Background: an optimization exercise with open tools, aiming at small area, a short achievable clock period and few clock cycles per item. Do not read the settings as production practice. At most, simulation tests tie the RTL to the original design; equivalence was not proved. The RTL of run 1 was laid out without a check of its function.

==> flow/design.v, too long to show whole: its modules and the start of the top module <==
// module complex_mult_pipe: 1226 lines
module complex_mult_pipe #(
  parameter int IN0_W    = 16,
  parameter int IN0_FRAC = 8,
  parameter int IN1_W    = 12,
  parameter int IN1_FRAC = 10,
  parameter int OUT_W    = 16,
  parameter int OUT_FRAC = 8,
  parameter int ROUND    = 1
) (
  input  logic             CLK,
  input  logic             RST_N,
  input  logic             IN_VALID,
  output logic             IN_READY,
  input  logic             CONJ,
  input  logic [IN0_W-1:0] IN0_Real,
  input  logic [IN0_W-1:0] IN0_Img,
  input  logic [IN1_W-1:0] IN1_Real,
  input  logic [IN1_W-1:0] IN1_Img,
  output logic             OUT_VALID,
  input  logic             OUT_READY,
  output logic [OUT_W-1:0] OUT_Real,
  output logic [OUT_W-1:0] OUT_Img,
  output logic             OVF
);
  // ...
==> flow/run.sh <==
#!/bin/bash
# synth_recipe.tcl (not shown) runs the flow's synth.tcl, then flattens the netlist and writes it again
# the make line also repeats each setting of config.mk as NAME=value (left out here)
make -C /OpenROAD-flow-scripts/flow DESIGN_CONFIG=/design/flow/config.mk WORK_HOME=/design/flow/orfs CLKGATE_MAP_FILE= SYNTH_SCRIPT=/design/flow/synth_recipe.tcl finish
==> flow/config.mk <==
export PLATFORM = sky130hd
export DESIGN_NAME = complex_mult_pipe
export DESIGN_NICKNAME = complex_mult_pipe
export VERILOG_FILES = /design/flow/design.v
export SDC_FILE = /design/flow/constraint.sdc
export NUM_CORES = 4
export LEC_CHECK = 0
export CAP_MARGIN = 20
export CORE_MARGIN = 2
export CORE_UTILIZATION = 40
export SETUP_SLACK_MARGIN = 3.0
export SLEW_MARGIN = 20
==> flow/constraint.sdc <==
create_clock -name core_clock -period 6.5 [get_ports {CLK}]
set_input_delay 1.3000 -clock core_clock [delete_from_list [all_inputs] [get_ports {CLK}]]
set_output_delay 1.3000 -clock core_clock [all_outputs]
set_load 0.01 [all_outputs]
==> metrics.md, run 1 <==
| Metric | Value |
|---|---|
| Count of pins over their slew limit | 0 |
| WL met3 | 12.9 mm |
| Rows | 92 |
| Post-CTS Setup Repair Bufs | 212 |
| Last weighted congestion value of the routability-driven placer | 1.01 |
| Async set or reset register ratio after synthesis | 1.81% |
| Multi-input gate share of the layout cell area | 55.7% |
| Remaining routing DRC violations | 0 |
| Worst slack at placement | 1910 ps |
| Multi-input combinational cell count | 1669 |
| Overflow left after global routing | 0 |
| Syn Area/Cell | 10.4 um2 |
| Layer carrying the most global-route usage | met2 |
| Largest cells by area after synthesis | edfxtp_1 (26%), fa_1 (17%), xnor2_1 (9.1%) |
| Pin count of the biggest net entering global routing | 86 |
| XOR/XNOR share of the synthesized area | 12.4% |
| Most frequent cells in the layout | xnor2_1 (240), inv_1 (235), a22o_1 (223) |
| Clock period minus worst slack | 3940 ps |
| Number of clock buffers inserted by TritonCTS | 28 |
| Slowest cell on the critical path | fa_1 |
| Top fanout value on the critical path | 5 |
| Largest clock skew in the final design | 20.4 ps |
| IO buf count | 95 |
| Kind of start point of the critical path | register |
| Largest registers | ai3 x18, ar3 x18 |
| Overall global routing resource usage | 27.5% |
| Initial antenna violation count | 3 |
| Setup tns final | 0 ps |
| Clock sink count | 221 |
| Outcome | no timing/DRC/antenna violations |
| Combined flip-flop and latch cell area | 6620 um2 |
| Nonclk buf count | 448 |
| Fill cell total of the finished layout | 5449 |
| Area Overhead vs Synth | 30.7% |
| Vias per Instance | 6.32 |
| Cell taking the most area after synthesis | edfxtp_1 |
| Antenna cell count | 2 |
| First-pass detailed-route iteration total | 9 |
| Detailed Route Iter0 Violations | 3339 |
| Post-CTS clock slew at the launch and capture registers of the worst setup and hold paths | 60 ps |
| Final Routed Wirelength | 95.1 mm |
==> run 2: changes to the inputs <==
--- a/flow/design.v
+++ b/flow/design.v
@@ -134,38 +134,44 @@
   logic re_s673, re_c674, re_s675, re_c676, re_s677, re_c678, re_s679, re_c680, re_s681, re_c682, re_s683, re_c684;
   logic re_s685, re_c686, re_s687, re_c688, re_s689, re_c690, re_s691, re_c692, re_s693, re_c694, re_s695, re_c696;
   logic re_s697, re_c698, re_s699, re_c700, re_s701, re_c702, re_s703, re_c704, im_s705, im_c706, im_s707, im_c708;
   logic im_s709, im_c710, im_s711, im_c712, im_s713, im_c714, im_s715, im_c716, im_s717, im_c718, im_s719, im_c720;
   logic im_s721, im_c722, im_s723, im_c724, im_s725, im_c726, im_s727, im_c728, im_s729, im_c730, im_s731, im_c732;
   logic im_s733, im_c734, im_s735, im_c736, im_s737, im_c738, im_s739, im_c740, im_s741, im_c742, im_s743, im_c744;
   logic im_s745, im_c746, im_s747, im_c748, im_s749, im_c750, im_s751, im_c752, im_s753, im_c754, im_s755, im_c756;
   logic re_s757, re_c758, re_s759, re_c760, re_s761, re_c762, re_s763, re_c764, re_s765, re_c766, re_s767, re_c768;
-  logic re_s769, re_c770, re_s771, re_c772, re_s773, re_c774, re_s775, re_c776, re_s777, re_c778, re_s779, re_c780;
-  logic re_s781, re_c782, re_s783, re_c784, re_s785, re_c786, re_s787, re_c788, re_s789, re_c790, re_s791, re_c792;
-  logic re_s793, re_c794, re_s795, re_c796, re_s797, re_c798, re_s799, re_c800, re_s801, re_c802, re_s803, re_c804;
-  logic re_s805, re_c806, re_s807, re_c808, re_s809, re_c810, re_s811, re_c812, re_s813, re_c814, im_s815, im_c816;
-  logic im_s817, im_c818, im_s819, im_c820, im_s821, im_c822, im_s823, im_c824, im_s825, im_c826, im_s827, im_c828;
-  logic im_s829, im_c830, im_s831, im_c832, im_s833, im_c834, im_s835, im_c836, im_s837, im_c838, im_s839, im_c840;
-  logic im_s841, im_c842, im_s843, im_c844, im_s845, im_c846, im_s847, im_c848, im_s849, im_c850, im_s851, im_c852;
-  logic im_s853, im_c854, im_s855, im_c856, im_s857, im_c858, im_s859, im_c860, im_s861, im_c862, im_s863, im_c864;
-  logic im_s865, im_c866, im_s867, im_c868, im_s869, im_c870, im_s871, im_c872, t_q875, t_q876, t_q877, t_q878;
+  logic im_s770, im_c771, im_s772, im_c773, im_s774, im_c775, im_s776, im_c777, im_s778, im_c779, im_s780, im_c781;
+  logic t_q783, t_q784, t_q785, t_q786, t_q787, t_q788, t_q789, t_q790, t_q791, t_q792, t_q793, t_q794;
+  logic t_q795, t_q796, t_q797, t_q798, t_q799, t_q800, t_q801, t_q802, t_q803, t_q804, t_q805, t_q806;
+  logic t_q807, t_q808, t_q809, t_q810, t_q811, t_q812, t_q813, t_q814, t_q815, t_q816, t_q817, t_q818;
+  logic t_q819, t_q820, t_q821, t_q822, t_q823, t_q824, t_q825, t_q826, t_q827, t_q828, t_q829, t_q830;
+  logic t_q831, t_q832, t_q833, t_q834, t_q835, t_q836, t_q837, t_q838, t_q839, t_q840, t_q841, t_q842;
+  logic t_q843, t_q844, t_q845, t_q846, t_q847, t_q848, t_q849, t_q850, t_q851, t_q852, t_q853, t_q854;
+  logic t_q855, t_q856, t_q857, t_q858, t_q859, t_q860, t_q861, t_q862, t_q863, t_q864, t_q865, t_q866;
+  logic t_q867, t_q868, t_q869, t_q870, t_q871, t_q872, t_q873, t_q874, t_q875, t_q876, t_q877, t_q878;
   logic t_q879, t_q880, t_q881, t_q882, t_q883, t_q884, t_q885, t_q886, t_q887, t_q888, t_q889, t_q890;
   logic t_q891, t_q892, t_q893, t_q894, t_q895, t_q896, t_q897, t_q898, t_q899, t_q900, t_q901, t_q902;
   logic t_q903, t_q904, t_q905, t_q906, t_q907, t_q908, t_q909, t_q910, t_q911, t_q912, t_q913, t_q914;
-  logic t_q915, t_q916, t_q917, t_q918, t_q919, t_q920, t_q921, t_q922, t_q923, t_q924, t_q925, t_q926;
-  logic t_q927, t_q928, t_q929, t_q930, t_q931, t_q932, t_q933, t_q934, t_q935, t_q936, t_q937, t_q938;
-  logic t_q939, t_q940, t_q941, t_q942, t_q943, t_q944, t_q945, t_q946, t_q947, t_q948, t_q949, t_q950;
-  logic t_q951, t_q952, re_s953, re_c954, re_s955, re_c956, re_s957, re_c958, re_s959, re_c960, re_s961, re_c962;
-  logic re_s963, re_c964, re_s965, re_c966, re_s967, re_c968, re_s969, re_c970, re_s971, re_c972, re_s973, re_c974;
-  logic re_s975, re_c976, re_s977, re_c978, re_s979, re_c980, re_s981, re_c982, re_s983, re_c984, re_s985, re_c986;
-  logic re_s987, re_c988, re_s989, re_c990, im_s991, im_c992, im_s993, im_c994, im_s995, im_c996, im_s997, im_c998;
+  logic t_q915, t_q916, t_q917, t_q918, t_q919, t_q920, t_q921, t_q922, re_s923, re_c924, re_s925, re_c926;
+  logic re_s927, re_c928, re_s929, re_c930, re_s931, re_c932, re_s933, re_c934, re_s935, re_c936, re_s937, re_c938;
+  logic re_s939, re_c940, re_s941, re_c942, re_s943, re_c944, re_s945, re_c946, re_s947, re_c948, re_s949, re_c950;
+  logic re_s951, re_c952, re_s953, re_c954, re_s955, re_c956, re_s957, re_c958, re_s959, re_c960, re_s961, re_c962;
+  logic re_s963, re_c964, re_s965, re_c966, re_s967, re_c968, re_s969, re_c970, im_s971, im_c972, im_s973, im_c974;
+  logic im_s975, im_c976, im_s977, im_c978, im_s979, im_c980, im_s981, im_c982, im_s983, im_c984, im_s985, im_c986;
+  logic im_s987, im_c988, im_s989, im_c990, im_s991, im_c992, im_s993, im_c994, im_s995, im_c996, im_s997, im_c998;
   logic im_s999, im_c1000, im_s1001, im_c1002, im_s1003, im_c1004, im_s1005, im_c1006, im_s1007, im_c1008, im_s1009, im_c1010;
-  logic im_s1011, im_c1012, im_s1013, im_c1014, im_s1015, im_c1016, im_s1017, im_c1018, im_s1019, im_c1020, im_s1021, im_c1022;
-  logic im_s1023, im_c1024, im_s1025, im_c1026, im_s1027, im_c1028;
+  logic im_s1011, im_c1012, im_s1013, im_c1014, im_s1015, im_c1016, im_s1017, im_c1018, re_s1019, re_c1020, re_s1021, re_c1022;
+  logic re_s1023, re_c1024, re_s1025, re_c1026, re_s1027, re_c1028, re_s1029, re_c1030, re_s1031, re_c1032, re_s1033, re_c1034;
+  logic re_s1035, re_c1036, re_s1037, re_c1038, re_s1039, re_c1040, re_s1041, re_c1042, re_s1043, re_c1044, re_s1045, re_c1046;
+  logic re_s1047, re_c1048, re_s1049, re_c1050, re_s1051, re_c1052, re_s1053, re_c1054, re_s1055, re_c1056, re_s1057, re_c1058;
+  logic re_s1059, re_c1060, re_s1061, re_c1062, im_s1063, im_c1064, im_s1065, im_c1066, im_s1067, im_c1068, im_s1069, im_c1070;
+  logic im_s1071, im_c1072, im_s1073, im_c1074, im_s1075, im_c1076, im_s1077, im_c1078, im_s1079, im_c1080, im_s1081, im_c1082;
+  logic im_s1083, im_c1084, im_s1085, im_c1086, im_s1087, im_c1088, im_s1089, im_c1090, im_s1091, im_c1092, im_s1093, im_c1094;
+  logic im_s1095, im_c1096, im_s1097, im_c1098, im_s1099, im_c1100, im_s1101, im_c1102, im_s1103, im_c1104, im_s1105, im_c1106;
   assign re_pp1 = ((br_s1[0] & ar[0]) | (br_s3[0] & ar3[0])) ^ br_neg[0];
   assign re_pp2 = ((br_s1[0] & ar[1]) | (br_s2[0] & ar[0]) | (br_s3[0] & ar3[1])) ^ br_neg[0];
   assign re_pp3 = ((br_s1[0] & ar[2]) | (br_s2[0] & ar[1]) | (br_s3[0] & ar3[2]) | (br_s4[0] & ar[0])) ^ br_neg[0];
   assign re_pp4 = ((br_s1[0] & ar[3]) | (br_s2[0] & ar[2]) | (br_s3[0] & ar3[3]) | (br_s4[0] & ar[1])) ^ br_neg[0];
   assign re_pp5 = ((br_s1[0] & ar[4]) | (br_s2[0] & ar[3]) | (br_s3[0] & ar3[4]) | (br_s4[0] & ar[2])) ^ br_neg[0];
   assign re_pp6 = ((br_s1[0] & ar[5]) | (br_s2[0] & ar[4]) | (br_s3[0] & ar3[5]) | (br_s4[0] & ar[3])) ^ br_neg[0];
   assign re_pp7 = ((br_s1[0] & ar[6]) | (br_s2[0] & ar[5]) | (br_s3[0] & ar3[6]) | (br_s4[0] & ar[4])) ^ br_neg[0];
   assign re_pp8 = ((br_s1[0] & ar[7]) | (br_s2[0] & ar[6]) | (br_s3[0] & ar3[7]) | (br_s4[0] & ar[5])) ^ br_neg[0];
@@ -924,303 +930,378 @@
   assign re_s761 = re_pp3 ^ re_pp79;
   assign re_c762 = re_pp3 & re_pp79;
   assign re_s763 = re_pp96 ^ re_s655 ^ re_s485;
   assign re_c764 = (re_pp96 & re_s655) | (re_pp96 & re_s485) | (re_s655 & re_s485);
   assign re_s765 = re_c656 ^ re_c486 ^ re_s657;
   assign re_c766 = (re_c656 & re_c486) | (re_c656 & re_s657) | (re_c486 & re_s657);
   assign re_s767 = re_s489 ^ re_s659 ^ re_c658;
   assign re_c768 = (re_s489 & re_s659) | (re_s489 & re_c658) | (re_s659 & re_c658);
-  assign re_s769 = re_s329 ^ re_c660 ^ re_s661;
-  assign re_c770 = (re_s329 & re_c660) | (re_s329 & re_s661) | (re_c660 & re_s661);
-  assign re_s771 = re_c662 ^ re_s497 ^ re_s663;
-  assign re_c772 = (re_c662 & re_s497) | (re_c662 & re_s663) | (re_s497 & re_s663);
-  assign re_s773 = re_c498 ^ re_c664 ^ re_s665;
-  assign re_c774 = (re_c498 & re_c664) | (re_c498 & re_s665) | (re_c664 & re_s665);
-  assign re_s775 = re_s505 ^ re_c666 ^ re_s667;
-  assign re_c776 = (re_s505 & re_c666) | (re_s505 & re_s667) | (re_c666 & re_s667);
-  assign re_s777 = re_s509 ^ re_c668 ^ re_s669;
-  assign re_c778 = (re_s509 & re_c668) | (re_s509 & re_s669) | (re_c668 & re_s669);
-  assign re_s779 = re_s513 ^ re_c670 ^ re_s671;
-  assign re_c780 = (re_s513 & re_c670) | (re_s513 & re_s671) | (re_c670 & re_s671);
-  assign re_s781 = re_s517 ^ re_c672 ^ re_s673;
-  assign re_c782 = (re_s517 & re_c672) | (re_s517 & re_s673) | (re_c672 & re_s673);
-  assign re_s783 = re_c518 ^ re_s675 ^ re_c674;
-  assign re_c784 = (re_c518 & re_s675) | (re_c518 & re_c674) | (re_s675 & re_c674);
-  assign re_s785 = re_s525 ^ re_c676 ^ re_s677;
-  assign re_c786 = (re_s525 & re_c676) | (re_s525 & re_s677) | (re_c676 & re_s677);
-  assign re_s787 = re_s529 ^ re_c678 ^ re_s679;
-  assign re_c788 = (re_s529 & re_c678) | (re_s529 & re_s679) | (re_c678 & re_s679);
-  assign re_s789 = re_s533 ^ re_c680 ^ re_s681;
-  assign re_c790 = (re_s533 & re_c680) | (re_s533 & re_s681) | (re_c680 & re_s681);
-  assign re_s791 = re_s537 ^ re_c682 ^ re_s683;
-  assign re_c792 = (re_s537 & re_c682) | (re_s537 & re_s683) | (re_c682 & re_s683);
-  assign re_s793 = re_s541 ^ re_c684 ^ re_s685;
-  assign re_c794 = (re_s541 & re_c684) | (re_s541 & re_s685) | (re_c684 & re_s685);
-  assign re_s795 = re_s545 ^ re_c686 ^ re_s687;
-  assign re_c796 = (re_s545 & re_c686) | (re_s545 & re_s687) | (re_c686 & re_s687);
-  assign re_s797 = re_s549 ^ re_c688 ^ re_s689;
-  assign re_c798 = (re_s549 & re_c688) | (re_s549 & re_s689) | (re_c688 & re_s689);
-  assign re_s799 = re_s553 ^ re_c690 ^ re_s691;
-  assign re_c800 = (re_s553 & re_c690) | (re_s553 & re_s691) | (re_c690 & re_s691);
-  assign re_s801 = re_s557 ^ re_c692 ^ re_s693;
-  assign re_c802 = (re_s557 & re_c692) | (re_s557 & re_s693) | (re_c692 & re_s693);
-  assign re_s803 = re_c558 ^ re_s695 ^ re_c694;
-  assign re_c804 = (re_c558 & re_s695) | (re_c558 & re_c694) | (re_s695 & re_c694);
-  assign re_s805 = re_s563 ^ re_c696 ^ re_s697;
-  assign re_c806 = (re_s563 & re_c696) | (re_s563 & re_s697) | (re_c696 & re_s697);
-  assign re_s807 = re_c564 ^ re_s699 ^ re_c698;
-  assign re_c808 = (re_c564 & re_s699) | (re_c564 & re_c698) | (re_s699 & re_c698);
-  assign re_s809 = re_c568 ^ re_s701 ^ re_c700;
-  assign re_c810 = (re_c568 & re_s701) | (re_c568 & re_c700) | (re_s701 & re_c700);
-  assign re_s811 = re_ni160 ^ re_c702 ^ re_s703;
-  assign re_c812 = (re_ni160 & re_c702) | (re_ni160 & re_s703) | (re_c702 & re_s703);
-  assign re_s813 = re_pp76 ^ re_c704;
-  assign re_c814 = re_pp76 & re_c704;
-  assign im_s815 = im_pp161 ^ im_pp237;
-  assign im_c816 = im_pp161 & im_pp237;
-  assign im_s817 = im_c706 ^ im_pp162 ^ im_pp238;
-  assign im_c818 = (im_c706 & im_pp162) | (im_c706 & im_pp238) | (im_pp162 & im_pp238);
-  assign im_s819 = im_pp163 ^ im_pp239;
-  assign im_c820 = im_pp163 & im_pp239;
-  assign im_s821 = im_pp256 ^ im_s707 ^ im_s569;
-  assign im_c822 = (im_pp256 & im_s707) | (im_pp256 & im_s569) | (im_s707 & im_s569);
-  assign im_s823 = im_c708 ^ im_c570 ^ im_s709;
-  assign im_c824 = (im_c708 & im_c570) | (im_c708 & im_s709) | (im_c570 & im_s709);
-  assign im_s825 = im_s573 ^ im_s711 ^ im_c710;
-  assign im_c826 = (im_s573 & im_s711) | (im_s573 & im_c710) | (im_s711 & im_c710);
-  assign im_s827 = im_s407 ^ im_c712 ^ im_s713;
-  assign im_c828 = (im_s407 & im_c712) | (im_s407 & im_s713) | (im_c712 & im_s713);
-  assign im_s829 = im_c714 ^ im_s581 ^ im_s715;
-  assign im_c830 = (im_c714 & im_s581) | (im_c714 & im_s715) | (im_s581 & im_s715);
-  assign im_s831 = im_c582 ^ im_c716 ^ im_s717;
-  assign im_c832 = (im_c582 & im_c716) | (im_c582 & im_s717) | (im_c716 & im_s717);
-  assign im_s833 = im_s589 ^ im_c718 ^ im_s719;
-  assign im_c834 = (im_s589 & im_c718) | (im_s589 & im_s719) | (im_c718 & im_s719);
-  assign im_s835 = im_s593 ^ im_c720 ^ im_s721;
-  assign im_c836 = (im_s593 & im_c720) | (im_s593 & im_s721) | (im_c720 & im_s721);
-  assign im_s837 = im_s597 ^ im_c722 ^ im_s723;
-  assign im_c838 = (im_s597 & im_c722) | (im_s597 & im_s723) | (im_c722 & im_s723);
-  assign im_s839 = im_s601 ^ im_c724 ^ im_s725;
-  assign im_c840 = (im_s601 & im_c724) | (im_s601 & im_s725) | (im_c724 & im_s725);
-  assign im_s841 = im_c602 ^ im_s727 ^ im_c726;
-  assign im_c842 = (im_c602 & im_s727) | (im_c602 & im_c726) | (im_s727 & im_c726);
-  assign im_s843 = im_s609 ^ im_c728 ^ im_s729;
-  assign im_c844 = (im_s609 & im_c728) | (im_s609 & im_s729) | (im_c728 & im_s729);
-  assign im_s845 = im_s613 ^ im_c730 ^ im_s731;
-  assign im_c846 = (im_s613 & im_c730) | (im_s613 & im_s731) | (im_c730 & im_s731);
-  assign im_s847 = im_s617 ^ im_c732 ^ im_s733;
-  assign im_c848 = (im_s617 & im_c732) | (im_s617 & im_s733) | (im_c732 & im_s733);
-  assign im_s849 = im_s621 ^ im_c734 ^ im_s735;
-  assign im_c850 = (im_s621 & im_c734) | (im_s621 & im_s735) | (im_c734 & im_s735);
-  assign im_s851 = im_s625 ^ im_c736 ^ im_s737;
-  assign im_c852 = (im_s625 & im_c736) | (im_s625 & im_s737) | (im_c736 & im_s737);
-  assign im_s853 = im_s629 ^ im_c738 ^ im_s739;
-  assign im_c854 = (im_s629 & im_c738) | (im_s629 & im_s739) | (im_c738 & im_s739);
-  assign im_s855 = im_s633 ^ im_c740 ^ im_s741;
-  assign im_c856 = (im_s633 & im_c740) | (im_s633 & im_s741) | (im_c740 & im_s741);
-  assign im_s857 = im_s637 ^ im_c742 ^ im_s743;
-  assign im_c858 = (im_s637 & im_c742) | (im_s637 & im_s743) | (im_c742 & im_s743);
-  assign im_s859 = im_s641 ^ im_c744 ^ im_s745;
-  assign im_c860 = (im_s641 & im_c744) | (im_s641 & im_s745) | (im_c744 & im_s745);
-  assign im_s861 = im_c642 ^ im_s747 ^ im_c746;
-  assign im_c862 = (im_c642 & im_s747) | (im_c642 & im_c746) | (im_s747 & im_c746);
-  assign im_s863 = im_s647 ^ im_c748 ^ im_s749;
-  assign im_c864 = (im_s647 & im_c748) | (im_s647 & im_s749) | (im_c748 & im_s749);
-  assign im_s865 = im_c648 ^ im_s751 ^ im_c750;
-  assign im_c866 = (im_c648 & im_s751) | (im_c648 & im_c750) | (im_s751 & im_c750);
-  assign im_s867 = im_c652 ^ im_s753 ^ im_c752;
-  assign im_c868 = (im_c652 & im_s753) | (im_c652 & im_c752) | (im_s753 & im_c752);
-  assign im_s869 = im_ni320 ^ im_c754 ^ im_s755;
-  assign im_c870 = (im_ni320 & im_c754) | (im_ni320 & im_s755) | (im_c754 & im_s755);
-  assign im_s871 = im_pp236 ^ im_c756;
-  assign im_c872 = im_pp236 & im_c756;
-  logic [10:0] re_lo873;
-  assign re_lo873 = {1'b0, re_c774, re_c772, re_c770, re_c768, re_c766, re_c764, re_c762, re_s761, re_c758, re_s653} + {1'b0, re_s775, re_s773, re_s771, re_s769, re_s767, re_s765, re_s763, re_c760, re_s759, re_s757};
-  logic [10:0] im_lo874;
-  assign im_lo874 = {1'b0, im_c832, im_c830, im_c828, im_c826, im_c824, im_c822, im_c820, im_s819, im_c816, im_s705} + {1'b0, im_s833, im_s831, im_s829, im_s827, im_s825, im_s823, im_s821, im_c818, im_s817, im_s815};
+  logic [6:0] re_lo769;
+  assign re_lo769 = {1'b0, re_c766, re_c764, re_c762, re_s761, re_c758, re_s653} + {1'b0, re_s767, re_s765, re_s763, re_c760, re_s759, re_s757};
+  assign im_s770 = im_pp161 ^ im_pp237;
+  assign im_c771 = im_pp161 & im_pp237;
+  assign im_s772 = im_c706 ^ im_pp162 ^ im_pp238;
+  assign im_c773 = (im_c706 & im_pp162) | (im_c706 & im_pp238) | (im_pp162 & im_pp238);
+  assign im_s774 = im_pp163 ^ im_pp239;
+  assign im_c775 = im_pp163 & im_pp239;
+  assign im_s776 = im_pp256 ^ im_s707 ^ im_s569;
+  assign im_c777 = (im_pp256 & im_s707) | (im_pp256 & im_s569) | (im_s707 & im_s569);
+  assign im_s778 = im_c708 ^ im_c570 ^ im_s709;
+  assign im_c779 = (im_c708 & im_c570) | (im_c708 & im_s709) | (im_c570 & im_s709);
+  assign im_s780 = im_s573 ^ im_s711 ^ im_c710;
+  assign im_c781 = (im_s573 & im_s711) | (im_s573 & im_c710) | (im_s711 & im_c710);
+  logic [6:0] im_lo782;
+  assign im_lo782 = {1'b0, im_c779, im_c777, im_c775, im_s774, im_c771, im_s705} + {1'b0, im_s780, im_s778, im_s776, im_c773, im_s772, im_s770};
   always_ff @(posedge CLK) begin
     if (!stall) begin
-      t_q875 <= re_c776;
-      t_q876 <= re_s777;
-      t_q877 <= re_lo873[10];
-      t_q878 <= re_c778;
-      t_q879 <= re_s779;
-      t_q880 <= re_c780;
-      t_q881 <= re_s781;
-      t_q882 <= re_c782;
-      t_q883 <= re_s783;
-      t_q884 <= re_c784;
-      t_q885 <= re_s785;
-      t_q886 <= re_c786;
-      t_q887 <= re_s787;
-      t_q888 <= re_c788;
-      t_q889 <= re_s789;
-      t_q890 <= re_c790;
-      t_q891 <= re_s791;
-      t_q892 <= re_c792;
-      t_q893 <= re_s793;
-      t_q894 <= re_c794;
-      t_q895 <= re_s795;
-      t_q896 <= re_c796;
-      t_q897 <= re_s797;
-      t_q898 <= re_c798;
-      t_q899 <= re_s799;
-      t_q900 <= re_c800;
-      t_q901 <= re_s801;
-      t_q902 <= re_c802;
-      t_q903 <= re_s803;
-      t_q904 <= re_c804;
-      t_q905 <= re_s805;
-      t_q906 <= re_c806;
-      t_q907 <= re_s807;
-      t_q908 <= re_c808;
-      t_q909 <= re_s809;
-      t_q910 <= re_c810;
-      t_q911 <= re_s811;
-      t_q912 <= re_c812;
-      t_q913 <= re_s813;
-      t_q914 <= im_c834;
-      t_q915 <= im_s835;
-      t_q916 <= im_lo874[10];
-      t_q917 <= im_c836;
-      t_q918 <= im_s837;
-      t_q919 <= im_c838;
-      t_q920 <= im_s839;
-      t_q921 <= im_c840;
-      t_q922 <= im_s841;
-      t_q923 <= im_c842;
-      t_q924 <= im_s843;
-      t_q925 <= im_c844;
-      t_q926 <= im_s845;
-      t_q927 <= im_c846;
-      t_q928 <= im_s847;
-      t_q929 <= im_c848;
-      t_q930 <= im_s849;
-      t_q931 <= im_c850;
-      t_q932 <= im_s851;
-      t_q933 <= im_c852;
-      t_q934 <= im_s853;
-      t_q935 <= im_c854;
-      t_q936 <= im_s855;
-      t_q937 <= im_c856;
-      t_q938 <= im_s857;
-      t_q939 <= im_c858;
-      t_q940 <= im_s859;
-      t_q941 <= im_c860;
-      t_q942 <= im_s861;
-      t_q943 <= im_c862;
-      t_q944 <= im_s863;
-      t_q945 <= im_c864;
-      t_q946 <= im_s865;
-      t_q947 <= im_c866;
-      t_q948 <= im_s867;
-      t_q949 <= im_c868;
-      t_q950 <= im_s869;
-      t_q951 <= im_c870;
-      t_q952 <= im_s871;
+      t_q783 <= re_c660;
+      t_q784 <= re_s661;
+      t_q785 <= re_s329;
+      t_q786 <= re_c768;
+      t_q787 <= re_lo769[6];
+      t_q788 <= re_c662;
+      t_q789 <= re_s663;
+      t_q790 <= re_s497;
+      t_q791 <= re_c664;
+      t_q792 <= re_s665;
+      t_q793 <= re_c498;
+      t_q794 <= re_c666;
+      t_q795 <= re_s667;
+      t_q796 <= re_s505;
+      t_q797 <= re_c668;
+      t_q798 <= re_s669;
+      t_q799 <= re_s509;
+      t_q800 <= re_c670;
+      t_q801 <= re_s671;
+      t_q802 <= re_s513;
+      t_q803 <= re_c672;
+      t_q804 <= re_s673;
+      t_q805 <= re_s517;
+      t_q806 <= re_c674;
+      t_q807 <= re_s675;
+      t_q808 <= re_c518;
+      t_q809 <= re_c676;
+      t_q810 <= re_s677;
+      t_q811 <= re_s525;
+      t_q812 <= re_c678;
+      t_q813 <= re_s679;
+      t_q814 <= re_s529;
+      t_q815 <= re_c680;
+      t_q816 <= re_s681;
+      t_q817 <= re_s533;
+      t_q818 <= re_c682;
+      t_q819 <= re_s683;
+      t_q820 <= re_s537;
+      t_q821 <= re_c684;
+      t_q822 <= re_s685;
+      t_q823 <= re_s541;
+      t_q824 <= re_c686;
+      t_q825 <= re_s687;
+      t_q826 <= re_s545;
+      t_q827 <= re_c688;
+      t_q828 <= re_s689;
+      t_q829 <= re_s549;
+      t_q830 <= re_c690;
+      t_q831 <= re_s691;
+      t_q832 <= re_s553;
+      t_q833 <= re_c692;
+      t_q834 <= re_s693;
+      t_q835 <= re_s557;
+      t_q836 <= re_c694;
+      t_q837 <= re_s695;
+      t_q838 <= re_c558;
+      t_q839 <= re_c696;
+      t_q840 <= re_s697;
+      t_q841 <= re_s563;
+      t_q842 <= re_c698;
+      t_q843 <= re_s699;
+      t_q844 <= re_c564;
+      t_q845 <= re_c700;
+      t_q846 <= re_s701;
+      t_q847 <= re_c568;
+      t_q848 <= re_c702;
+      t_q849 <= re_s703;
+      t_q850 <= re_ni160;
+      t_q851 <= re_c704;
+      t_q852 <= re_pp76;
+      t_q853 <= im_c712;
+      t_q854 <= im_s713;
+      t_q855 <= im_s407;
+      t_q856 <= im_c781;
+      t_q857 <= im_lo782[6];
+      t_q858 <= im_c714;
+      t_q859 <= im_s715;
+      t_q860 <= im_s581;
+      t_q861 <= im_c716;
+      t_q862 <= im_s717;
+      t_q863 <= im_c582;
+      t_q864 <= im_c718;
+      t_q865 <= im_s719;
+      t_q866 <= im_s589;
+      t_q867 <= im_c720;
+      t_q868 <= im_s721;
+      t_q869 <= im_s593;
+      t_q870 <= im_c722;
+      t_q871 <= im_s723;
+      t_q872 <= im_s597;
+      t_q873 <= im_c724;
+      t_q874 <= im_s725;
+      t_q875 <= im_s601;
+      t_q876 <= im_c726;
+      t_q877 <= im_s727;
+      t_q878 <= im_c602;
+      t_q879 <= im_c728;
+      t_q880 <= im_s729;
+      t_q881 <= im_s609;
+      t_q882 <= im_c730;
+      t_q883 <= im_s731;
+      t_q884 <= im_s613;
+      t_q885 <= im_c732;
+      t_q886 <= im_s733;
+      t_q887 <= im_s617;
+      t_q888 <= im_c734;
+      t_q889 <= im_s735;
+      t_q890 <= im_s621;
+      t_q891 <= im_c736;
+      t_q892 <= im_s737;
+      t_q893 <= im_s625;
+      t_q894 <= im_c738;
+      t_q895 <= im_s739;
+      t_q896 <= im_s629;
+      t_q897 <= im_c740;
+      t_q898 <= im_s741;
+      t_q899 <= im_s633;
+      t_q900 <= im_c742;
+      t_q901 <= im_s743;
+      t_q902 <= im_s637;
+      t_q903 <= im_c744;
+      t_q904 <= im_s745;
+      t_q905 <= im_s641;
+      t_q906 <= im_c746;
+      t_q907 <= im_s747;
+      t_q908 <= im_c642;
+      t_q909 <= im_c748;
+      t_q910 <= im_s749;
+      t_q911 <= im_s647;
+      t_q912 <= im_c750;
+      t_q913 <= im_s751;
+      t_q914 <= im_c648;
+      t_q915 <= im_c752;
+      t_q916 <= im_s753;
+      t_q917 <= im_c652;
+      t_q918 <= im_c754;
+      t_q919 <= im_s755;
+      t_q920 <= im_ni320;
+      t_q921 <= im_c756;
+      t_q922 <= im_pp236;
     end
   end
-  assign re_s953 = t_q875 ^ t_q876;
-  assign re_c954 = t_q875 & t_q876;
-  assign re_s955 = t_q878 ^ t_q879;
-  assign re_c956 = t_q878 & t_q879;
-  assign re_s957 = t_q880 ^ t_q881;
-  assign re_c958 = t_q880 & t_q881;
-  assign re_s959 = t_q882 ^ t_q883;
-  assign re_c960 = t_q882 & t_q883;
-  assign re_s961 = t_q884 ^ t_q885;
-  assign re_c962 = t_q884 & t_q885;
-  assign re_s963 = t_q886 ^ t_q887;
-  assign re_c964 = t_q886 & t_q887;
-  assign re_s965 = t_q888 ^ t_q889;
-  assign re_c966 = t_q888 & t_q889;
-  assign re_s967 = t_q890 ^ t_q891;
-  assign re_c968 = t_q890 & t_q891;
-  assign re_s969 = t_q892 ^ t_q893;
-  assign re_c970 = t_q892 & t_q893;
-  assign re_s971 = t_q894 ^ t_q895;
-  assign re_c972 = t_q894 & t_q895;
-  assign re_s973 = t_q896 ^ t_q897;
-  assign re_c974 = t_q896 & t_q897;
-  assign re_s975 = t_q898 ^ t_q899;
-  assign re_c976 = t_q898 & t_q899;
-  assign re_s977 = t_q900 ^ t_q901;
-  assign re_c978 = t_q900 & t_q901;
-  assign re_s979 = t_q902 ^ t_q903;
-  assign re_c980 = t_q902 & t_q903;
-  assign re_s981 = t_q904 ^ t_q905;
-  assign re_c982 = t_q904 & t_q905;
-  assign re_s983 = t_q906 ^ t_q907;
-  assign re_c984 = t_q906 & t_q907;
-  assign re_s985 = t_q908 ^ t_q909;
-  assign re_c986 = t_q908 & t_q909;
-  assign re_s987 = t_q910 ^ t_q911;
-  assign re_c988 = t_q910 & t_q911;
-  assign re_s989 = t_q912 ^ t_q913;
-  assign re_c990 = t_q912 & t_q913;
-  assign im_s991 = t_q914 ^ t_q915;
-  assign im_c992 = t_q914 & t_q915;
-  assign im_s993 = t_q917 ^ t_q918;
-  assign im_c994 = t_q917 & t_q918;
-  assign im_s995 = t_q919 ^ t_q920;
-  assign im_c996 = t_q919 & t_q920;
-  assign im_s997 = t_q921 ^ t_q922;
-  assign im_c998 = t_q921 & t_q922;
-  assign im_s999 = t_q923 ^ t_q924;
-  assign im_c1000 = t_q923 & t_q924;
-  assign im_s1001 = t_q925 ^ t_q926;
-  assign im_c1002 = t_q925 & t_q926;
-  assign im_s1003 = t_q927 ^ t_q928;
-  assign im_c1004 = t_q927 & t_q928;
-  assign im_s1005 = t_q929 ^ t_q930;
-  assign im_c1006 = t_q929 & t_q930;
-  assign im_s1007 = t_q931 ^ t_q932;
-  assign im_c1008 = t_q931 & t_q932;
-  assign im_s1009 = t_q933 ^ t_q934;
-  assign im_c1010 = t_q933 & t_q934;
-  assign im_s1011 = t_q935 ^ t_q936;
-  assign im_c1012 = t_q935 & t_q936;
-  assign im_s1013 = t_q937 ^ t_q938;
-  assign im_c1014 = t_q937 & t_q938;
-  assign im_s1015 = t_q939 ^ t_q940;
-  assign im_c1016 = t_q939 & t_q940;
-  assign im_s1017 = t_q941 ^ t_q942;
-  assign im_c1018 = t_q941 & t_q942;
-  assign im_s1019 = t_q943 ^ t_q944;
-  assign im_c1020 = t_q943 & t_q944;
-  assign im_s1021 = t_q945 ^ t_q946;
-  assign im_c1022 = t_q945 & t_q946;
-  assign im_s1023 = t_q947 ^ t_q948;
-  assign im_c1024 = t_q947 & t_q948;
-  assign im_s1025 = t_q949 ^ t_q950;
-  assign im_c1026 = t_q949 & t_q950;
-  assign im_s1027 = t_q951 ^ t_q952;
-  assign im_c1028 = t_q951 & t_q952;
+  assign re_s923 = t_q783 ^ t_q784 ^ t_q785;
+  assign re_c924 = (t_q783 & t_q784) | (t_q783 & t_q785) | (t_q784 & t_q785);
+  assign re_s925 = t_q786 ^ t_q787;
+  assign re_c926 = t_q786 & t_q787;
+  assign re_s927 = t_q788 ^ t_q789 ^ t_q790;
+  assign re_c928 = (t_q788 & t_q789) | (t_q788 & t_q790) | (t_q789 & t_q790);
+  assign re_s929 = t_q791 ^ t_q792 ^ t_q793;
+  assign re_c930 = (t_q791 & t_q792) | (t_q791 & t_q793) | (t_q792 & t_q793);
+  assign re_s931 = t_q794 ^ t_q795 ^ t_q796;
+  assign re_c932 = (t_q794 & t_q795) | (t_q794 & t_q796) | (t_q795 & t_q796);
+  assign re_s933 = t_q797 ^ t_q798 ^ t_q799;
+  assign re_c934 = (t_q797 & t_q798) | (t_q797 & t_q799) | (t_q798 & t_q799);
+  assign re_s935 = t_q800 ^ t_q801 ^ t_q802;
+  assign re_c936 = (t_q800 & t_q801) | (t_q800 & t_q802) | (t_q801 & t_q802);
+  assign re_s937 = t_q803 ^ t_q804 ^ t_q805;
+  assign re_c938 = (t_q803 & t_q804) | (t_q803 & t_q805) | (t_q804 & t_q805);
+  assign re_s939 = t_q806 ^ t_q807 ^ t_q808;
+  assign re_c940 = (t_q806 & t_q807) | (t_q806 & t_q808) | (t_q807 & t_q808);
+  assign re_s941 = t_q809 ^ t_q810 ^ t_q811;
+  assign re_c942 = (t_q809 & t_q810) | (t_q809 & t_q811) | (t_q810 & t_q811);
+  assign re_s943 = t_q812 ^ t_q813 ^ t_q814;
+  assign re_c944 = (t_q812 & t_q813) | (t_q812 & t_q814) | (t_q813 & t_q814);
+  assign re_s945 = t_q815 ^ t_q816 ^ t_q817;
+  assign re_c946 = (t_q815 & t_q816) | (t_q815 & t_q817) | (t_q816 & t_q817);
+  assign re_s947 = t_q818 ^ t_q819 ^ t_q820;
+  assign re_c948 = (t_q818 & t_q819) | (t_q818 & t_q820) | (t_q819 & t_q820);
+  assign re_s949 = t_q821 ^ t_q822 ^ t_q823;
+  assign re_c950 = (t_q821 & t_q822) | (t_q821 & t_q823) | (t_q822 & t_q823);
+  assign re_s951 = t_q824 ^ t_q825 ^ t_q826;
+  assign re_c952 = (t_q824 & t_q825) | (t_q824 & t_q826) | (t_q825 & t_q826);
+  assign re_s953 = t_q827 ^ t_q828 ^ t_q829;
+  assign re_c954 = (t_q827 & t_q828) | (t_q827 & t_q829) | (t_q828 & t_q829);
+  assign re_s955 = t_q830 ^ t_q831 ^ t_q832;
+  assign re_c956 = (t_q830 & t_q831) | (t_q830 & t_q832) | (t_q831 & t_q832);
+  assign re_s957 = t_q833 ^ t_q834 ^ t_q835;
+  assign re_c958 = (t_q833 & t_q834) | (t_q833 & t_q835) | (t_q834 & t_q835);
+  assign re_s959 = t_q836 ^ t_q837 ^ t_q838;
+  assign re_c960 = (t_q836 & t_q837) | (t_q836 & t_q838) | (t_q837 & t_q838);
+  assign re_s961 = t_q839 ^ t_q840 ^ t_q841;
+  assign re_c962 = (t_q839 & t_q840) | (t_q839 & t_q841) | (t_q840 & t_q841);
+  assign re_s963 = t_q842 ^ t_q843 ^ t_q844;
+  assign re_c964 = (t_q842 & t_q843) | (t_q842 & t_q844) | (t_q843 & t_q844);
+  assign re_s965 = t_q845 ^ t_q846 ^ t_q847;
+  assign re_c966 = (t_q845 & t_q846) | (t_q845 & t_q847) | (t_q846 & t_q847);
+  assign re_s967 = t_q848 ^ t_q849 ^ t_q850;
+  assign re_c968 = (t_q848 & t_q849) | (t_q848 & t_q850) | (t_q849 & t_q850);
+  assign re_s969 = t_q851 ^ t_q852;
+  assign re_c970 = t_q851 & t_q852;
+  assign im_s971 = t_q853 ^ t_q854 ^ t_q855;
+  assign im_c972 = (t_q853 & t_q854) | (t_q853 & t_q855) | (t_q854 & t_q855);
+  assign im_s973 = t_q856 ^ t_q857;
+  assign im_c974 = t_q856 & t_q857;
+  assign im_s975 = t_q858 ^ t_q859 ^ t_q860;
+  assign im_c976 = (t_q858 & t_q859) | (t_q858 & t_q860) | (t_q859 & t_q860);
+  assign im_s977 = t_q861 ^ t_q862 ^ t_q863;
+  assign im_c978 = (t_q861 & t_q862) | (t_q861 & t_q863) | (t_q862 & t_q863);
+  assign im_s979 = t_q864 ^ t_q865 ^ t_q866;
+  assign im_c980 = (t_q864 & t_q865) | (t_q864 & t_q866) | (t_q865 & t_q866);
+  assign im_s981 = t_q867 ^ t_q868 ^ t_q869;
+  assign im_c982 = (t_q867 & t_q868) | (t_q867 & t_q869) | (t_q868 & t_q869);
+  assign im_s983 = t_q870 ^ t_q871 ^ t_q872;
+  assign im_c984 = (t_q870 & t_q871) | (t_q870 & t_q872) | (t_q871 & t_q872);
+  assign im_s985 = t_q873 ^ t_q874 ^ t_q875;
+  assign im_c986 = (t_q873 & t_q874) | (t_q873 & t_q875) | (t_q874 & t_q875);
+  assign im_s987 = t_q876 ^ t_q877 ^ t_q878;
+  assign im_c988 = (t_q876 & t_q877) | (t_q876 & t_q878) | (t_q877 & t_q878);
+  assign im_s989 = t_q879 ^ t_q880 ^ t_q881;
+  assign im_c990 = (t_q879 & t_q880) | (t_q879 & t_q881) | (t_q880 & t_q881);
+  assign im_s991 = t_q882 ^ t_q883 ^ t_q884;
+  assign im_c992 = (t_q882 & t_q883) | (t_q882 & t_q884) | (t_q883 & t_q884);
+  assign im_s993 = t_q885 ^ t_q886 ^ t_q887;
+  assign im_c994 = (t_q885 & t_q886) | (t_q885 & t_q887) | (t_q886 & t_q887);
+  assign im_s995 = t_q888 ^ t_q889 ^ t_q890;
+  assign im_c996 = (t_q888 & t_q889) | (t_q888 & t_q890) | (t_q889 & t_q890);
+  assign im_s997 = t_q891 ^ t_q892 ^ t_q893;
+  assign im_c998 = (t_q891 & t_q892) | (t_q891 & t_q893) | (t_q892 & t_q893);
+  assign im_s999 = t_q894 ^ t_q895 ^ t_q896;
+  assign im_c1000 = (t_q894 & t_q895) | (t_q894 & t_q896) | (t_q895 & t_q896);
+  assign im_s1001 = t_q897 ^ t_q898 ^ t_q899;
+  assign im_c1002 = (t_q897 & t_q898) | (t_q897 & t_q899) | (t_q898 & t_q899);
+  assign im_s1003 = t_q900 ^ t_q901 ^ t_q902;
+  assign im_c1004 = (t_q900 & t_q901) | (t_q900 & t_q902) | (t_q901 & t_q902);
+  assign im_s1005 = t_q903 ^ t_q904 ^ t_q905;
+  assign im_c1006 = (t_q903 & t_q904) | (t_q903 & t_q905) | (t_q904 & t_q905);
+  assign im_s1007 = t_q906 ^ t_q907 ^ t_q908;
+  assign im_c1008 = (t_q906 & t_q907) | (t_q906 & t_q908) | (t_q907 & t_q908);
+  assign im_s1009 = t_q909 ^ t_q910 ^ t_q911;
+  assign im_c1010 = (t_q909 & t_q910) | (t_q909 & t_q911) | (t_q910 & t_q911);
+  assign im_s1011 = t_q912 ^ t_q913 ^ t_q914;
+  assign im_c1012 = (t_q912 & t_q913) | (t_q912 & t_q914) | (t_q913 & t_q914);
+  assign im_s1013 = t_q915 ^ t_q916 ^ t_q917;
+  assign im_c1014 = (t_q915 & t_q916) | (t_q915 & t_q917) | (t_q916 & t_q917);
+  assign im_s1015 = t_q918 ^ t_q919 ^ t_q920;
+  assign im_c1016 = (t_q918 & t_q919) | (t_q918 & t_q920) | (t_q919 & t_q920);
+  assign im_s1017 = t_q921 ^ t_q922;
+  assign im_c1018 = t_q921 & t_q922;
+  assign re_s1019 = re_c926 ^ re_c924;
+  assign re_c1020 = re_c926 & re_c924;
+  assign re_s1021 = re_c928 ^ re_s929;
+  assign re_c1022 = re_c928 & re_s929;
+  assign re_s1023 = re_c930 ^ re_s931;
+  assign re_c1024 = re_c930 & re_s931;
+  assign re_s1025 = re_c932 ^ re_s933;
+  assign re_c1026 = re_c932 & re_s933;
+  assign re_s1027 = re_c934 ^ re_s935;
+  assign re_c1028 = re_c934 & re_s935;
+  assign re_s1029 = re_c936 ^ re_s937;
+  assign re_c1030 = re_c936 & re_s937;
+  assign re_s1031 = re_c938 ^ re_s939;
+  assign re_c1032 = re_c938 & re_s939;
+  assign re_s1033 = re_c940 ^ re_s941;
+  assign re_c1034 = re_c940 & re_s941;
+  assign re_s1035 = re_c942 ^ re_s943;
+  assign re_c1036 = re_c942 & re_s943;
+  assign re_s1037 = re_c944 ^ re_s945;
+  assign re_c1038 = re_c944 & re_s945;
+  assign re_s1039 = re_c946 ^ re_s947;
+  assign re_c1040 = re_c946 & re_s947;
+  assign re_s1041 = re_c948 ^ re_s949;
+  assign re_c1042 = re_c948 & re_s949;
+  assign re_s1043 = re_c950 ^ re_s951;
+  assign re_c1044 = re_c950 & re_s951;
+  assign re_s1045 = re_c952 ^ re_s953;
+  assign re_c1046 = re_c952 & re_s953;
+  assign re_s1047 = re_c954 ^ re_s955;
+  assign re_c1048 = re_c954 & re_s955;
+  assign re_s1049 = re_c956 ^ re_s957;
+  assign re_c1050 = re_c956 & re_s957;
+  assign re_s1051 = re_c958 ^ re_s959;
+  assign re_c1052 = re_c958 & re_s959;
+  assign re_s1053 = re_c960 ^ re_s961;
+  assign re_c1054 = re_c960 & re_s961;
+  assign re_s1055 = re_c962 ^ re_s963;
+  assign re_c1056 = re_c962 & re_s963;
+  assign re_s1057 = re_c964 ^ re_s965;
+  assign re_c1058 = re_c964 & re_s965;
+  assign re_s1059 = re_c966 ^ re_s967;
+  assign re_c1060 = re_c966 & re_s967;
+  assign re_s1061 = re_s969 ^ re_c968;
+  assign re_c1062 = re_s969 & re_c968;
+  assign im_s1063 = im_c974 ^ im_c972;
+  assign im_c1064 = im_c974 & im_c972;
+  assign im_s1065 = im_c976 ^ im_s977;
+  assign im_c1066 = im_c976 & im_s977;
+  assign im_s1067 = im_c978 ^ im_s979;
+  assign im_c1068 = im_c978 & im_s979;
+  assign im_s1069 = im_c980 ^ im_s981;
+  assign im_c1070 = im_c980 & im_s981;
+  assign im_s1071 = im_c982 ^ im_s983;
+  assign im_c1072 = im_c982 & im_s983;
+  assign im_s1073 = im_c984 ^ im_s985;
+  assign im_c1074 = im_c984 & im_s985;
+  assign im_s1075 = im_c986 ^ im_s987;
+  assign im_c1076 = im_c986 & im_s987;
+  assign im_s1077 = im_c988 ^ im_s989;
+  assign im_c1078 = im_c988 & im_s989;
+  assign im_s1079 = im_c990 ^ im_s991;
+  assign im_c1080 = im_c990 & im_s991;
+  assign im_s1081 = im_c992 ^ im_s993;
+  assign im_c1082 = im_c992 & im_s993;
+  assign im_s1083 = im_c994 ^ im_s995;
+  assign im_c1084 = im_c994 & im_s995;
+  assign im_s1085 = im_c996 ^ im_s997;
+  assign im_c1086 = im_c996 & im_s997;
+  assign im_s1087 = im_c998 ^ im_s999;
+  assign im_c1088 = im_c998 & im_s999;
+  assign im_s1089 = im_c1000 ^ im_s1001;
+  assign im_c1090 = im_c1000 & im_s1001;
+  assign im_s1091 = im_c1002 ^ im_s1003;
+  assign im_c1092 = im_c1002 & im_s1003;
+  assign im_s1093 = im_c1004 ^ im_s1005;
+  assign im_c1094 = im_c1004 & im_s1005;
+  assign im_s1095 = im_c1006 ^ im_s1007;
+  assign im_c1096 = im_c1006 & im_s1007;
+  assign im_s1097 = im_c1008 ^ im_s1009;
+  assign im_c1098 = im_c1008 & im_s1009;
+  assign im_s1099 = im_c1010 ^ im_s1011;
+  assign im_c1100 = im_c1010 & im_s1011;
+  assign im_s1101 = im_c1012 ^ im_s1013;
+  assign im_c1102 = im_c1012 & im_s1013;
+  assign im_s1103 = im_c1014 ^ im_s1015;
+  assign im_c1104 = im_c1014 & im_s1015;
+  assign im_s1105 = im_s1017 ^ im_c1016;
+  assign im_c1106 = im_s1017 & im_c1016;
   logic [28:0] re_a, re_b, im_a, im_b, re_s, im_s;
-  assign re_a = {re_c988, re_c986, re_c984, re_c982, re_c980, re_c978, re_c976, re_c974, re_c972, re_c970, re_c968, re_c966, re_c964, re_c962, re_c960, re_c958, re_c956, re_c954, re_s953, 1'b0, 1'b0, 1'b0, 1'b0, 1'b0, 1'b0, 1'b0, 1'b0, 1'b0, 1'b0};
-  assign re_b = {re_s989, re_s987, re_s985, re_s983, re_s981, re_s979, re_s977, re_s975, re_s973, re_s971, re_s969, re_s967, re_s965, re_s963, re_s961, re_s959, re_s957, re_s955, t_q877, 1'b0, 1'b0, 1'b0, 1'b0, 1'b0, 1'b0, 1'b0, 1'b0, 1'b0, 1'b0};
-  assign im_a = {im_c1026, im_c1024, im_c1022, im_c1020, im_c1018, im_c1016, im_c1014, im_c1012, im_c1010, im_c1008, im_c1006, im_c1004, im_c1002, im_c1000, im_c998, im_c996, im_c994, im_c992, im_s991, 1'b0, 1'b0, 1'b0, 1'b0, 1'b0, 1'b0, 1'b0, 1'b0, 1'b0, 1'b0};
-  assign im_b = {im_s1027, im_s1025, im_s1023, im_s1021, im_s1019, im_s1017, im_s1015, im_s1013, im_s1011, im_s1009, im_s1007, im_s1005, im_s1003, im_s1001, im_s999, im_s997, im_s995, im_s993, t_q916, 1'b0, 1'b0, 1'b0, 1'b0, 1'b0, 1'b0, 1'b0, 1'b0, 1'b0, 1'b0};
+  assign re_a = {re_c1060, re_c1058, re_c1056, re_c1054, re_c1052, re_c1050, re_c1048, re_c1046, re_c1044, re_c1042, re_c1040, re_c1038, re_c1036, re_c1034, re_c1032, re_c1030, re_c1028, re_c1026, re_c1024, re_c1022, re_c1020, re_s1019, re_s925, 1'b0, 1'b0, 1'b0, 1'b0, 1'b0, 1'b0};
+  assign re_b = {re_s1061, re_s1059, re_s1057, re_s1055, re_s1053, re_s1051, re_s1049, re_s1047, re_s1045, re_s1043, re_s1041, re_s1039, re_s1037, re_s1035, re_s1033, re_s1031, re_s1029, re_s1027, re_s1025, re_s1023, re_s1021, re_s927, re_s923, 1'b0, 1'b0, 1'b0, 1'b0, 1'b0, 1'b0};
+  assign im_a = {im_c1104, im_c1102, im_c1100, im_c1098, im_c1096, im_c1094, im_c1092, im_c1090, im_c1088, im_c1086, im_c1084, im_c1082, im_c1080, im_c1078, im_c1076, im_c1074, im_c1072, im_c1070, im_c1068, im_c1066, im_c1064, im_s1063, im_s973, 1'b0, 1'b0, 1'b0, 1'b0, 1'b0, 1'b0};
+  assign im_b = {im_s1105, im_s1103, im_s1101, im_s1099, im_s1097, im_s1095, im_s1093, im_s1091, im_s1089, im_s1087, im_s1085, im_s1083, im_s1081, im_s1079, im_s1077, im_s1075, im_s1073, im_s1071, im_s1069, im_s1067, im_s1065, im_s975, im_s971, 1'b0, 1'b0, 1'b0, 1'b0, 1'b0, 1'b0};
   assign re_s = re_a + re_b;
   assign im_s = im_a + im_b;
-  logic sat_r, sat_i;
-  logic [15:0] res_r, res_i;
-  assign sat_r = ~((&re_s[28:25]) | ~(|re_s[28:25]));
-  assign sat_i = ~((&im_s[28:25]) | ~(|im_s[28:25]));
-  assign res_r = sat_r ? {re_s[28], {15{~re_s[28]}}} : re_s[25:10];
-  assign res_i = sat_i ? {im_s[28], {15{~im_s[28]}}} : im_s[25:10];
-  logic [15:0] or_q, oi_q;
-  logic        sat_q;
+  logic [18:0] yr_q, yi_q;
   always_ff @(posedge CLK) begin
     if (!stall) begin
-      or_q <= res_r; oi_q <= res_i; sat_q <= sat_r | sat_i;
+      yr_q <= re_s[28:10]; yi_q <= im_s[28:10];
     end
   end
-  assign OUT_Real = or_q;
-  assign OUT_Img  = oi_q;
+  logic sat_r, sat_i, sat_q;
+  assign sat_r = ~((&yr_q[18:15]) | ~(|yr_q[18:15]));
+  assign sat_i = ~((&yi_q[18:15]) | ~(|yi_q[18:15]));
+  assign sat_q = sat_r | sat_i;
+  assign OUT_Real = sat_r ? {yr_q[18], {15{~yr_q[18]}}} : yr_q[15:0];
+  assign OUT_Img  = sat_i ? {yi_q[18], {15{~yi_q[18]}}} : yi_q[15:0];
   logic ovf_q;
   always_ff @(posedge CLK or negedge RST_N) begin
     if (!RST_N) ovf_q <= 1'b0;
     else if (OUT_VALID && OUT_READY && sat_q) ovf_q <= 1'b1;
   end
   assign OVF = ovf_q | sat_q;
 endmodule
==> flow/config.mk (replaced) <==
export PLATFORM = sky130hd
export DESIGN_NAME = complex_mult_pipe
export DESIGN_NICKNAME = complex_mult_pipe
export VERILOG_FILES = /design/flow/design.v
export SDC_FILE = /design/flow/constraint.sdc
export NUM_CORES = 4
export LEC_CHECK = 0
export CAP_MARGIN = 20
export CORE_MARGIN = 2
export CORE_UTILIZATION = 40
export PLACE_DENSITY = 0.5
export SETUP_SLACK_MARGIN = 2.5
export SLEW_MARGIN = 20
==> metrics.md, run 2 <==
| Metric | Value |
|---|---|
| Top fanout value on the critical path | 17 (was 5) |
| Slowest cell on the critical path | edfxtp_1 (was fa_1) |
| Utilization after layout | 44.7% (was 52.7%) |
| Critical Path AT | 4140 ps (was 4270 ps) |
| Warnings from Yosys | 1 (unchanged) |
| # hold bufs at CTS | 0 (unchanged) |
| Launch point of the worst hold path | vld_q[2] (unchanged) |
| Rows | 96 (was 92) |
| Die outline area | 70900 um2 (was 65400 um2) |
| Number of top-level pins | 96 (unchanged) |
| Overflow left after global routing | 0 (unchanged) |
| Async set or reset register ratio after synthesis | 1.39% (was 1.81%) |
| Stage delay of the slowest cell on the critical path | 640 ps (was 550 ps) |
| Clock period minus worst slack | 3850 ps (was 3940 ps) |
| Last weighted congestion value of the routability-driven placer | 0.909 (was 1.01) |
| Number of nets in the final layout | 3006 (was 3114) |
| Largest registers | yi_q x19, yr_q x19 (was ai3 x18, ar3 x18) |
| Detailed Route Iter0 Violations | 2154 (was 3339) |
| Sequential element share of the synthesized area | 31.3% (was 26.1%) |
| Type of the most critical hold path | reg2reg (unchanged) |
| Most frequent cells in the layout | inv_1 (408), xnor2_1 (289), edfxtp_1 (284) (was xnor2_1 (240), inv_1 (235), a22o_1 (223)) |
| Capturing element type of the critical path | register (unchanged) |
| Leading cell type in the layout, fill and taps excluded | inv_1 (was xnor2_1) |
| Post-CTS clock slew at the launch and capture registers of the worst setup and hold paths | 60 ps (about the same) |
| Period utilisation layout | 59.2% (was 60.6%) |
| Setup tns final | 0 ps (unchanged) |
| Top cells by count, synth | inv_1 (409), xnor2_1 (289), edfxtp_1 (284) (was inv_1 (290), xnor2_1 (264), a221oi_1 (225), a22o_1 (225), clkbuf_1 (222)) |
| Most used flip-flop cell after synthesis | edfxtp_1 (unchanged) |
| Routed wirelength normalized by instance count | 25.7 um (was 26.9 um) |
| Mapped cell area | 27500 um2 (was 25400 um2) |
| Highest achievable clock rate | 260 MHz (was 254 MHz) |
| First-pass detailed-route iteration total | 8 (was 9) |
| Portion of synthesized cell area occupied by the leading cell type | 31.0% (was 25.7%) |
| Worst Setup SP | bi_s2[0] (was br_s1[0]) |
| Kind of start point of the critical path | register (unchanged) |
| Most common cell in the synthesized netlist | inv_1 (unchanged) |
| Wire length of the first global-routing pass | 135 mm (was 138 mm) |
| Vias per Instance | 6.01 (was 6.32) |
| Startpoint-to-endpoint class of the critical path | reg2reg (unchanged) |
| Clock latency reported for the late side of the worst-skew pair | 560 ps (was 600 ps) |
| Vias | 20783 (was 22321) |
| Count of pins over their slew limit | 0 (unchanged) |
| Count of unique library cells instantiated by Yosys | 60 (was 77) |
| Detail Route Antenna Nets | 0 (unchanged) |
| Final setup viols | 0 (unchanged) |
| CP delay by family, top | adder cells (unchanged) |
| Most used cell, CP | fa_1 |
| Cell taking the most area after synthesis | edfxtp_1 (unchanged) |
| Fill cell total of the finished layout | 6463 (was 5449) |
| Number of clock buffers inserted by TritonCTS | 37 (was 28) |
| Relative slew slack | 21.3% (was 34.7%) |
| CTS tree | built (unchanged) |
| Met2 usage in global routing | 39.6% (was 41.1%) |
| IO buf count | 95 (unchanged) |
| Effective utilization at floorplan | 40.3% (was 40.4%) |
| Horizontal extent of the die | 266 um (was 256 um) |
| Number of synthesized register bits | 288 (was 221) |
| Outcome | no timing/DRC/antenna violations (unchanged) |
| Unrepaired setup endpoints after global routing | true (unchanged) |
| Required arrival time at the worst endpoint | 6790 ps (was 6830 ps) |
| Syn Area/Cell | 10.7 um2 (was 10.4 um2) |
| Overall global routing resource usage | 25.3% (was 27.5%) |
| Buf+Inv Stages, Crit Path | 2 (was 3) |
| Library cell used as clock root buffer | clkbuf_16 (unchanged) |
| Clock sink count | 288 (was 221) |
| Post-route insts no fill | 3460 (was 3532) |
| Worst reg2reg startpoint | bi_s2[0] (was br_s1[0]) |
| Cell Chain, Critical Path | buf_4 > or2_2 > or3_1 > nand2_1 > xor2_1 > fa_1 > fa_1 > inv_1 > fa_1 (was buf_12 > or2_2 > a222oi_1 > xnor2_1 > fa_1 > inv_1 > fa_2 > fa_1 > inv_2 > fa_2) |
| Via count of the first global-routing pass | 21363 (was 22503) |
| Max capacitance violation total | 0 (unchanged) |
| Initial antenna violation count | 1 (was 3) |
| Share of cells above drive strength 1 | 6.75% (was 30.0%) |
| Synth Net Count | 3040 (was 2883) |
| Met3 global-route usage | 5.69% (was 9.88%) |
| Post-synth EDFFs | 284 (was 217) |
| Least-Margin Pin Slew | 1180 ps (was 979 ps) |
| Max Root-Sink Buffers | 3 (unchanged) |
| Remaining routing DRC violations | 0 (unchanged) |
| Core footprint | 68300 um2 (was 62900 um2) |
| Largest cells by area after synthesis | edfxtp_1 (31%), fa_1 (16%), xnor2_1 (9.2%) (was edfxtp_1 (26%), fa_1 (17%), xnor2_1 (9.1%)) |
| Final Routed Wirelength | 89.0 mm (was 95.1 mm) |
| Largest clock skew in the final design | 24.9 ps (was 20.4 ps) |
| Layer carrying the most global-route usage | met2 (unchanged) |
| Dpl cells | 3382 (was 3184) |
| Post-route cell area | 30500 um2 (was 33100 um2) |
| H-tree levels | 2 (was 1) |
| HPWL after detailed placement | 59.6 mm (was 54.3 mm) |
| Pin count of the biggest net entering global routing | 146 (was 86) |
| Area Overhead vs Synth | 10.9% (was 30.7%) |
| Hold violation total from the final report | 0 (unchanged) |
| Die outline height | 266 um (was 256 um) |
| Area post-placement | 29200 um2 (was 27100 um2) |
| Post-Synthesis Cells | 2583 (was 2432) |
| Global routing usage on met1 | 32.9% (was 34.0%) |
run 2: cell count changes in the layout (fill, tap and decap cells not counted), moves of 60 or more:
cell and change:
fa_2 -75, edfxtp_1 +67, fa_1 +75, buf_4 -141, a221oi_1 +121, a221oi_2 -107
buf_6 -60, inv_1 +173
run 2: layout make-up:
class	count	area [um2]	area share (%)
well taps	882	1100	3.61
flip-flops and latches	288	8630	28.2
repair buffers	177	1630	5.32
clock buffers	47	1010	3.29
inverters	412	1550	5.07
multi-input cells	1633	16400	53.8
clock inverters	20	183	0.598
diodes	1	2.50	0.00819
run 2: kinds of logic after synthesis:
group	Yosys count	synth area share, %
AOI/OAI and AO/OA	673	20.2
xor gates and xnor gates	361	11.5
adders and majority gates	396	23.8
buffers and inverters	662	9.03
DFF	288	31.3
muxes	2	0.0818
and+or+nand+nor	201	4.04
run 2: per-stage QoR:
step	hold WS (ps)	setup slack (ps)
floorplan	430	1880
global placement	439	2480
detailed placement	448	2430
CTS	461	2550
global route	488	2490
finish	453	2650
run 2: path summary, 6_finish.rpt:
check	endpoint	slack, ps	cells after the start
max	t_q892	2650	9
min	vld_q[3]	450	1
max reg2reg	t_q892	2650	9
min reg2reg	vld_q[3]	450	1
max in group asynchronous	vld_q[1]	5370	1
min in group asynchronous	ovf_q	950	1
run 2: repair_timing:
action                     in CTS  in global routing
buffers inserted                2                  6
pin swaps                       2                  0
setup endpoints to repair      31                 28
gates resized for setup         5                  1
run 2: per-layer routing:
layer	routed length, um	vias to the layer above
li1	-	9128
met1	36700	10262
met2	39700	1093
met3	8060	300
met4	4620	0
met5	0	-
Testbench counts of run 2, summed over its fixed seeds: cycles 16,024, items 16,000.

port drivers added, routing unchanged:
Ports are ideal in the flow. The routed layouts listed here were re-timed in OpenROAD.
Step 1 (the two cells are an assumption about what drives the block):
set clk [get_ports {CLK}]
set_driving_cell -lib_cell sky130_fd_sc_hd__clkbuf_16 $clk
set_driving_cell -lib_cell sky130_fd_sc_hd__buf_2 [delete_from_list [all_inputs] $clk]
Step 2 adds t to the input delays and takes it off the output delays; t is the mean of the earliest and latest rising clock arrival at the registers after step 1. Input paths then give back, and output paths get back, about the clock's delay inside the block.
a / b / c = ideal ports / drivers / drivers and shift; a / b = the first two.
run	shift t [ns]	setup slack, ns	worst slew at a driven data input, ns	cell pins on the clock port's net
run 1	0.651	2.560 / 2.560 / 2.457	0.08	1
run 2	0.613	2.654 / 2.595 / 2.326	0.05	1
After both steps setup and hold are still met in every run listed. The setup slack of run 2, which loses most, moves by -0.059 ns with the drivers and by -0.328 ns with both steps.
